Source: an optimization exercise on an open RTL-to-GDS flow (aim: a short achievable clock period and few clock cycles). Production flows keep margins and buffers that such runs may drop. Only simulation tests tie the RTL to the original design; equivalence was not proved. No activity file was given, so power comes from the tool's default toggle rates.

## v6
==> flow/design.v <==
module multicycle_cobra_core #(
   parameter int XLEN = 32,
   parameter int PC_W = 8
) (
   input  logic            clk,
   input  logic            rst,
   output logic            imem_req,
   output logic [PC_W-1:0] imem_addr,
   input  logic            imem_ack,
   input  logic [31:0]     imem_rdata,
   input  logic            in_valid,
   output logic            in_ready,
   input  logic [XLEN-1:0] in_data,
   output logic [XLEN-1:0] out_data,
   output logic            out_valid
);
   localparam int SH_W = $clog2(XLEN);
   function automatic logic [XLEN:0] ks_add(input logic [XLEN-1:0] a, input logic [XLEN-1:0] b,
                                            input logic cin);
      logic [XLEN-1:0] x, g, p, gn, pn;
      x = a ^ b;
      g = a & b;
      p = x;
      g[0] = g[0] | (p[0] & cin);
      for (int d = 1; d < XLEN; d = d * 2) begin
         gn = g;
         pn = p;
         for (int i = d; i < XLEN; i++) begin
            gn[i] = g[i] | (p[i] & g[i-d]);
            pn[i] = p[i] & p[i-d];
         end
         g = gn;
         p = pn;
      end
      ks_add[0] = x[0] ^ cin;
      for (int i = 1; i < XLEN; i++) ks_add[i] = x[i] ^ g[i-1];
      ks_add[XLEN] = g[XLEN-1];
   endfunction
   logic              req_q;
   logic [PC_W-1:0]   pc_q;
   logic              e_valid, e_isin, e_isout, e_we, e_pt, e_jb, e_jbc;
   logic [4:0]        e_wa;
   logic [PC_W-1:0]   e_pc, e_seq, e_tgt;
   logic [XLEN-1:0]   e_a, e_b, e_imm;
   logic              e_selimm, e_selin, e_add, e_sub, e_sll, e_srl, e_sra, e_slt, e_sltu, e_xor, e_or, e_and;
   logic              e_feq, e_fne, e_flt, e_fge, e_fltu, e_fgeu;
   logic              e_self, e_immz, e_zk;
   logic              w_we;
   logic [4:0]        w_wa;
   logic [XLEN-1:0]   w_data;
   logic [XLEN-1:0]   rf_q [32];
   logic [XLEN-1:0]   e_wdata, shl, shr;
   logic [XLEN:0]     sum;
   logic              eq, lt_u, lt_s, flag, mp0, mp1, mispredict, in_wait, redirect, commit;
   logic [PC_W-1:0]   redirect_pc;
   logic [XLEN:0]     diff;
   assign sum    = ks_add(e_a, e_b, 1'b0);
   assign diff   = ks_add(e_a, ~e_b, 1'b1);
   assign lt_u   = ~diff[XLEN];
   assign lt_s   = lt_u ^ e_a[XLEN-1] ^ e_b[XLEN-1];
   assign eq     = (e_a == e_b);
   assign shl    = e_a << e_b[SH_W-1:0];
   assign shr    = XLEN'($unsigned($signed({e_sra & e_a[XLEN-1], e_a}) >>> e_b[SH_W-1:0]));
   assign e_wdata = ({XLEN{e_add}} & sum[XLEN-1:0])
                  | ({XLEN{e_sub}} & diff[XLEN-1:0])
                  | ({XLEN{e_sll}} & shl)
                  | ({XLEN{e_srl | e_sra}} & shr)
                  | ({XLEN{e_xor}} & (e_a ^ e_b))
                  | ({XLEN{e_or}}  & (e_a | e_b))
                  | ({XLEN{e_and}} & (e_a & e_b))
                  | XLEN'((e_slt & lt_s) | (e_sltu & lt_u))
                  | ({XLEN{e_selimm}} & e_imm)
                  | ({XLEN{e_selin}} & in_data);
   assign flag = (e_feq & eq) | (e_fne & ~eq) | (e_flt & lt_s) | (e_fge & ~lt_s)
               | (e_fltu & lt_u) | (e_fgeu & ~lt_u);
   assign mp0         = e_valid & (e_jb ^ e_pt);
   assign mp1         = e_valid & (e_jbc ^ e_pt);
   assign mispredict  = flag ? mp1 : mp0;
   assign in_wait     = e_isin & ~in_valid;
   assign redirect    = mispredict | in_wait;
   assign redirect_pc = in_wait ? e_pc : (e_pt ? e_seq : e_tgt);
   assign commit      = e_valid & ~in_wait;
   assign in_ready = e_isin;
   logic              e_isz, f_fuse, f_alu;
   logic              fetch_ok, f_pt, f_b, f_c, f_cmp, f_go, f_we;
   logic [1:0]        f_ws;
   logic [4:0]        f_op, f_ra1, f_ra2, f_wa;
   logic [PC_W-1:0]   pc_seq, pc_tgt, pc_next;
   logic [XLEN-1:0]   rd1, rd2, op_a, op_b;
   assign f_b   = imem_rdata[31];
   assign f_c   = imem_rdata[30];
   assign f_ws  = imem_rdata[29:28];
   assign f_op  = imem_rdata[27:23];
   assign f_ra1 = imem_rdata[22:18];
   assign f_ra2 = imem_rdata[17:13];
   assign f_wa  = imem_rdata[4:0];
   assign f_we  = (f_ws != 2'b00) && (f_wa != 5'd0);
   assign f_alu = (f_ws == 2'b11);
   assign f_cmp = (f_op[4:3] == 2'b11) && (f_op[2:1] != 2'b01);
   assign f_pt  = f_b | (f_c & (f_fuse ? (f_op[0] ^ e_isz)
                                       : f_cmp & (imem_rdata[12] | (f_op[2] & f_op[0]))));
   assign e_isz  = e_selimm ? e_immz : eq;
   assign f_fuse = e_zk && (f_op[4:1] == 4'b1100) && (f_ra1 == e_wa) && (f_ra2 == 5'd0);
   assign imem_req  = req_q;
   assign imem_addr = pc_q;
   assign fetch_ok  = req_q & imem_ack;
   assign f_go      = fetch_ok & ~redirect;
   assign pc_seq    = pc_q + PC_W'(1);
   assign pc_tgt    = pc_q + PC_W'($signed(imem_rdata[12:5]));
   always_comb begin
      if (redirect)       pc_next = redirect_pc;
      else if (!fetch_ok) pc_next = pc_q;
      else if (f_pt)      pc_next = pc_tgt;
      else                pc_next = pc_seq;
   end
   assign rf_q[0] = '0;
   genvar gi;
   generate
      for (gi = 1; gi < 32; gi++) begin : g_rf
         logic [XLEN-1:0] r_reg;
         logic            v_reg;
         always_ff @(posedge clk)
            if (w_we && w_wa == 5'(gi)) r_reg <= w_data;
         always_ff @(posedge clk or posedge rst)
            if (rst) v_reg <= 1'b0;
            else if (w_we && w_wa == 5'(gi)) v_reg <= 1'b1;
         assign rf_q[gi] = r_reg & {XLEN{v_reg}};
      end
   endgenerate
   assign rd1  = (w_we && w_wa == f_ra1) ? w_data : rf_q[f_ra1];
   assign rd2  = (w_we && w_wa == f_ra2) ? w_data : rf_q[f_ra2];
   assign op_a = (e_we && e_wa == f_ra1) ? e_wdata : rd1;
   assign op_b = (e_we && e_wa == f_ra2) ? e_wdata : rd2;
   always_ff @(posedge clk or posedge rst) begin
      if (rst) begin
         req_q   <= 1'b0;
         pc_q    <= '0;
         e_valid <= 1'b0;
         e_isin  <= 1'b0;
         e_isout <= 1'b0;
         e_we    <= 1'b0;
         e_zk    <= 1'b0;
      end else begin
         req_q   <= 1'b1;
         pc_q    <= pc_next;
         e_valid <= f_go;
         e_isin  <= f_go & (f_ws == 2'b01);
         e_isout <= f_go & (f_ws == 2'b11);
         e_we    <= f_go & f_we;
         e_zk    <= f_go & f_we & ((f_ws == 2'b10)
                                 || ((f_ws == 2'b11) && (f_op == 5'b01000 || f_op == 5'b00100)));
      end
   end
   always_ff @(posedge clk) begin
      e_a    <= op_a;
      e_b    <= op_b;
      e_imm  <= {{(XLEN-23){imem_rdata[27]}}, imem_rdata[27:5]};
      e_wa   <= f_wa;
      e_pc   <= pc_q;
      e_pt   <= f_pt;
      e_jb   <= f_b;
      e_jbc  <= f_b | f_c;
      e_seq  <= pc_seq;
      e_tgt  <= pc_tgt;
      e_self <= f_b && (imem_rdata[12:5] == 8'd0);
      e_immz <= (imem_rdata[27:5] == 23'd0);
      e_selimm <= (f_ws == 2'b10);
      e_selin  <= (f_ws == 2'b01);
      e_add  <= f_alu & (f_op == 5'b00000);
      e_sub  <= f_alu & (f_op == 5'b01000);
      e_sll  <= f_alu & (f_op == 5'b00001);
      e_slt  <= f_alu & (f_op == 5'b00010);
      e_sltu <= f_alu & (f_op == 5'b00011);
      e_xor  <= f_alu & (f_op == 5'b00100);
      e_srl  <= f_alu & (f_op == 5'b00101);
      e_sra  <= f_alu & (f_op == 5'b01101);
      e_or   <= f_alu & (f_op == 5'b00110);
      e_and  <= f_alu & (f_op == 5'b00111);
      e_feq  <= (f_op == 5'b11000);
      e_fne  <= (f_op == 5'b11001);
      e_flt  <= (f_op == 5'b11100);
      e_fge  <= (f_op == 5'b11101);
      e_fltu <= (f_op == 5'b11110);
      e_fgeu <= (f_op == 5'b11111);
   end
   always_ff @(posedge clk or posedge rst) begin
      if (rst) begin
         w_we      <= 1'b0;
         out_valid <= 1'b0;
      end else begin
         w_we      <= commit & e_we;
         out_valid <= commit & e_isout;
      end
   end
   always_ff @(posedge clk) begin
      w_wa   <= e_wa;
      w_data <= e_wdata;
   end
   always_ff @(posedge clk)
      if (e_isout) out_data <= e_wdata;
endmodule
export LEC_CHECK = 0
export ABC_CLOCK_PERIOD_IN_PS = 2000
export CAP_MARGIN = 20
export CORE_MARGIN = 2
export CORE_UTILIZATION = 25
export PLACE_DENSITY = 0.45
export SLEW_MARGIN = 20
create_clock -name core_clock -period 10.0 [get_ports {clk}]
standard.sh (not shown) runs the stock make flow with config.mk's settings and CLKGATE_MAP_FILE= SYNTH_SCRIPT=/design/flow/synth_recipe.tcl, a recipe that flattens the netlist after the stock synthesis.
==> flow/flow/run.sh <==
#!/bin/bash
# Own flow: the standard synthesis unchanged, then the standard layout with
# repair_timing aiming at a larger setup margin (same SDC and clock period).
set -euo pipefail
MARGIN=${MARGIN:-6.6}
bash standard.sh synth > synth.log 2>&1
bash standard.sh SETUP_SLACK_MARGIN=$MARGIN finish > layout.log 2>&1
Testbench counts of v6, summed over its fixed seeds: cycles 83,007.
Inputs modified between v6 and v7:
-- flow/design.v --
<<< v6, line 50
   logic [XLEN-1:0]   w_data;
   logic [XLEN-1:0]   rf_q [32];
   logic [XLEN-1:0]   e_wdata, shl, shr;
   logic [XLEN:0]     sum;
   logic              eq, lt_u, lt_s, flag, mp0, mp1, mispredict, in_wait, redirect, commit;
>>> v7, line 50
   logic [XLEN-1:0]   w_data;
   logic [XLEN-1:0]   rf_q [32];
   logic [XLEN-1:0]   e_wdata, alu_res, shl, shr;
   logic [XLEN:0]     sum;
   logic              eq, lt_u, lt_s, flag, mp0, mp1, mispredict, in_wait, redirect, commit;
<<< v6, line 62
   assign shl    = e_a << e_b[SH_W-1:0];
   assign shr    = XLEN'($unsigned($signed({e_sra & e_a[XLEN-1], e_a}) >>> e_b[SH_W-1:0]));
   assign e_wdata = ({XLEN{e_add}} & sum[XLEN-1:0])
                  | ({XLEN{e_sub}} & diff[XLEN-1:0])
                  | ({XLEN{e_sll}} & shl)
>>> v7, line 62
   assign shl    = e_a << e_b[SH_W-1:0];
   assign shr    = XLEN'($unsigned($signed({e_sra & e_a[XLEN-1], e_a}) >>> e_b[SH_W-1:0]));
   assign alu_res = ({XLEN{e_add}} & sum[XLEN-1:0])
                  | ({XLEN{e_sub}} & diff[XLEN-1:0])
                  | ({XLEN{e_sll}} & shl)
<<< v6, line 69
                  | ({XLEN{e_or}}  & (e_a | e_b))
                  | ({XLEN{e_and}} & (e_a & e_b))
                  | XLEN'((e_slt & lt_s) | (e_sltu & lt_u))
                  | ({XLEN{e_selimm}} & e_imm)
                  | ({XLEN{e_selin}} & in_data);
   assign flag = (e_feq & eq) | (e_fne & ~eq) | (e_flt & lt_s) | (e_fge & ~lt_s)
               | (e_fltu & lt_u) | (e_fgeu & ~lt_u);
>>> v7, line 69
                  | ({XLEN{e_or}}  & (e_a | e_b))
                  | ({XLEN{e_and}} & (e_a & e_b))
                  | {{(XLEN-1){1'b0}}, (e_slt & lt_s) | (e_sltu & lt_u)};
   assign e_wdata = alu_res | ({XLEN{e_selimm}} & e_imm) | ({XLEN{e_selin}} & in_data);
   assign flag = (e_feq & eq) | (e_fne & ~eq) | (e_flt & lt_s) | (e_fge & ~lt_s)
               | (e_fltu & lt_u) | (e_fgeu & ~lt_u);
<<< v6, line 198
   end
   always_ff @(posedge clk)
      if (e_isout) out_data <= e_wdata;
endmodule
>>> v7, line 197
   end
   always_ff @(posedge clk)
      out_data <= alu_res;
endmodule
Notes after the runs:
v7 was carried through to the last stage, and its layout satisfied the timing, design-rule and antenna checks. In v7, the worst reg-to-reg path cell count came out 3 above the value in v6. Power in the clock group: v6 vs v7, no meaningful difference. Between v7 and v6, global routing usage on met2 is higher for v7, v6 comes in under that. v7 ends up with a clock share of power that is 0.8 points higher than in v6. Relative to v6, via count of the first global-routing pass has increased by about 1.6% in v7. Core utilization of the finished layout delta (v7 -> v6): insignificant. Hold slack: v7 and v6 compared, lower one is v6. Compared v7 against v6; die span in x within noise. Against v6, v7 reports a average wire per standard cell that is higher. v6 vs v7, critical path class: in -> reg vs reg -> reg. Total leakage power in v7 is 0.38% lower than in v6. CTS buffer count ended up 4 lower on v7 than on v6. v7 vs. v6: initial cell density of the core saw little to no change, count of different cell masters after synthesis saw a decrease, total half-perimeter wirelength after legalization and detailed placement saw an increase.
Testbench counts of v7, summed over its fixed seeds: cycles 83,007.

## what the ideal ports hide
No port has a modelled driver above. Below, the same layouts with a new extraction and two added sets of constraints.
Step 1 sets driving cells, clkbuf_16 on the clock port and buf_2 on the other inputs (assumed; they add their load-dependent delay and slew).
Step 2 times the ports against the registers' clock, not the clock port: input delays grow and output delays shrink by t, the midpoint of the rising clock arrivals with the driver on.
Three values: no drivers, after step 1, after step 2; two values: the first two.
| run | t (ns) | setup slack, ns | worst register clock-pin slew, ns | pins driven straight from the clock port |
|---|---|---|---|---|
| v6 | 0.926 | 6.235 / 6.254 / 5.372 | 0.07 / 0.07 | 1 |
| v7 | 0.927 | 6.026 / 6.011 / 5.256 | 0.07 / 0.07 | 1 |
After both steps setup and hold are still met in every run listed. For v6, which loses most, drivers alone change the setup slack by +0.019 ns; drivers and shift together by -0.863 ns.
